This is an optimization exercise on Yosys and OpenROAD, whose aim is small area and a short achievable clock period, not a production implementation.

v33:
==> flow/design.v (excerpt) <==
module fp_module (
    input  logic                     i_clk,
    input  logic                     i_rst,
    input  fp_format_pkg::fp_word_t  i_data_r1,
    input  fp_format_pkg::fp_word_t  i_data_r2,
    input  logic [5-1:0]      i_alu_ctrl,
    output fp_format_pkg::fp_word_t  o_data,
    output logic                     o_invalid
);
    logic                     sub_sign;
    logic [9:0]               sub_exp;
    logic [26:0]              sub_sig;
    logic                     sub_zero;
    logic                     mul_sign;
    logic [9:0]               mul_exp;
    logic [26:0]              mul_sig;
    logic                     mul_zero;
    logic                     is_mul;
    logic [31:0]              rnd_result;
    logic                     rnd_inv;
    fp_op_pkg::fp_class_t     class_code;
    logic                     nan_inf;
    fp_format_pkg::fp_word_t  data_next;
    logic                     invalid_next;
    fp_sub fp_sub_inst (
        .i_a         (i_data_r1),
        .i_b         (i_data_r2),
        .o_norm_sign (sub_sign),
        .o_norm_exp  (sub_exp),
        .o_norm_sig  (sub_sig),
        .o_norm_zero (sub_zero)
    );
    fp_mul fp_mul_inst (
        .i_a         (i_data_r1),
        .i_b         (i_data_r2),
        .o_norm_sign (mul_sign),
        .o_norm_exp  (mul_exp),
        .o_norm_sig  (mul_sig),
        .o_norm_zero (mul_zero)
    );
    assign is_mul = i_alu_ctrl[0];
    fp_round fp_round_inst (
        .i_norm_sign     (is_mul ? mul_sign : sub_sign),
        .i_norm_exp      (is_mul ? mul_exp  : sub_exp),
        .i_norm_sig      (is_mul ? mul_sig  : sub_sig),
        .i_norm_zero     (is_mul ? mul_zero : sub_zero),
        .o_result        (rnd_result),
        .o_range_invalid (rnd_inv)
    );
    fp_class fp_class_inst (
        .i_sign  (i_data_r1[31]),
        .i_exp   (i_data_r1[30:23]),
        .i_frac  (i_data_r1[22:0]),
        .o_class (class_code)
    );
    assign nan_inf = (&i_data_r1[30:23]) | (&i_data_r2[30:23]);
    always_comb begin
        case (i_alu_ctrl)
            5'b01010, 5'b01011: begin
                data_next    = rnd_result;
  ...
export LEC_CHECK = 0
export ABC_AREA = 1
export CAP_MARGIN = 20
export CORE_MARGIN = 2
export CORE_UTILIZATION = 40
export SETUP_SLACK_MARGIN = 4
export SLEW_MARGIN = 20
create_clock -name core_clock -period 17.0 [get_ports {i_clk}]
standard.sh (not shown) runs the stock make flow with config.mk's settings and CLKGATE_MAP_FILE= SYNTH_SCRIPT=/design/flow/synth_recipe.tcl, a recipe that flattens the netlist after the stock synthesis.
==> flow/flow/run.sh <==
#!/bin/bash
set -euo pipefail
export BUFFER_PORTS_ARGS="-buffer_cell sky130_fd_sc_hd__buf_1"
R=orfs/results/sky130hd/fp_module/base
bash standard.sh synth > standard_synth.log 2>&1
cp $R/1_2_yosys.v yosys_netlist_standard.v
python3 flow/fixpol.py yosys_netlist_standard.v $R/1_2_yosys.v > fixpol.log 2>&1
rm -f $R/1_synth.odb $R/1_synth.sdc
bash standard.sh finish > standard_flow.log 2>&1
Other scripts of this flow, unchanged in this note and not shown: flow/flow/fixpol.py
Having completed the whole flow, v33 delivered a layout that passed the timing, design-rule and antenna checks.
> inputs changed (v33 -> v55)
# v33
export LEC_CHECK = 0
export ABC_AREA = 1
export CAP_MARGIN = 20
export CORE_MARGIN = 2
export CORE_UTILIZATION = 40
export SETUP_SLACK_MARGIN = 4
export SLEW_MARGIN = 20
create_clock -name core_clock -period 17.0 [get_ports {i_clk}]
# v55
export LEC_CHECK = 0
export ABC_AREA = 1
export CAP_MARGIN = 20
export CORE_MARGIN = 2
export CORE_UTILIZATION = 40
export SETUP_SLACK_MARGIN = 3.5
export SLEW_MARGIN = 20
create_clock -name core_clock -period 17.0 [get_ports {i_clk}]
## What came out
- Detailed route, v55 vs v33: via total lower for v55
- Proportion of cell area spent on the clock network essentially unchanged between v33 and v55.
- [compare] base=v33 new=v55: maximum fanout along the worst path increased about 14%.
- Sort v55 and v33 by setup slack, ascending, and v55 comes first.
What v50 does differently from v55 at the input level:
# v55
export LEC_CHECK = 0
export ABC_AREA = 1
export CAP_MARGIN = 20
export CORE_MARGIN = 2
export CORE_UTILIZATION = 40
export SETUP_SLACK_MARGIN = 3.5
export SLEW_MARGIN = 20
create_clock -name core_clock -period 17.0 [get_ports {i_clk}]
# v50
export LEC_CHECK = 0
export ABC_AREA = 1
export CAP_MARGIN = 20
export CORE_MARGIN = 2
export CORE_UTILIZATION = 40
export SETUP_SLACK_MARGIN = 4.5
export SLEW_MARGIN = 20
create_clock -name core_clock -period 17.0 [get_ports {i_clk}]
--- outcome ---
In the route summary, v50 ends up with a via count exceeding that of v55. Synthesized netlist cell count: v55 vs v50 — no meaningful difference. v50: PASS, flow complete, no timing, DRC or antenna violations. There was hardly any difference in sequential share of layout area between v55 and v50.
No functional check of the RTL was part of any run of this note.

==> what the ideal ports hide <==
In the flow no input, the clock included, has a driving cell. The finished layouts below were timed again as built, in two steps.
Step 1: set_driving_cell puts a clkbuf_16 on i_clk and a buf_2 on each other input, an assumption about the parent block.
Step 2 moves the port delays by t, midway between the first and last clock arrival at a register: inputs arrive t later, outputs are due t later. That takes back most of the time a late clock gives input paths.
Three values: ideal ports, drivers, drivers and shift; two values: the first two.
run | shift t [ns] | slack for setup (ns) | worst setup path after step 2
v33 | 0.312 | 4.700 / 4.592 / 4.280 | input to register
v55 | 0.312 | 4.306 / 4.284 / 3.972 | input to register
v50 | 0.310 | 5.065 / 5.039 / 4.729 | input to register
After both steps every run listed still meets setup and hold. The setup slack of v33, which loses most, moves by -0.108 ns with the drivers and by -0.420 ns with both steps.
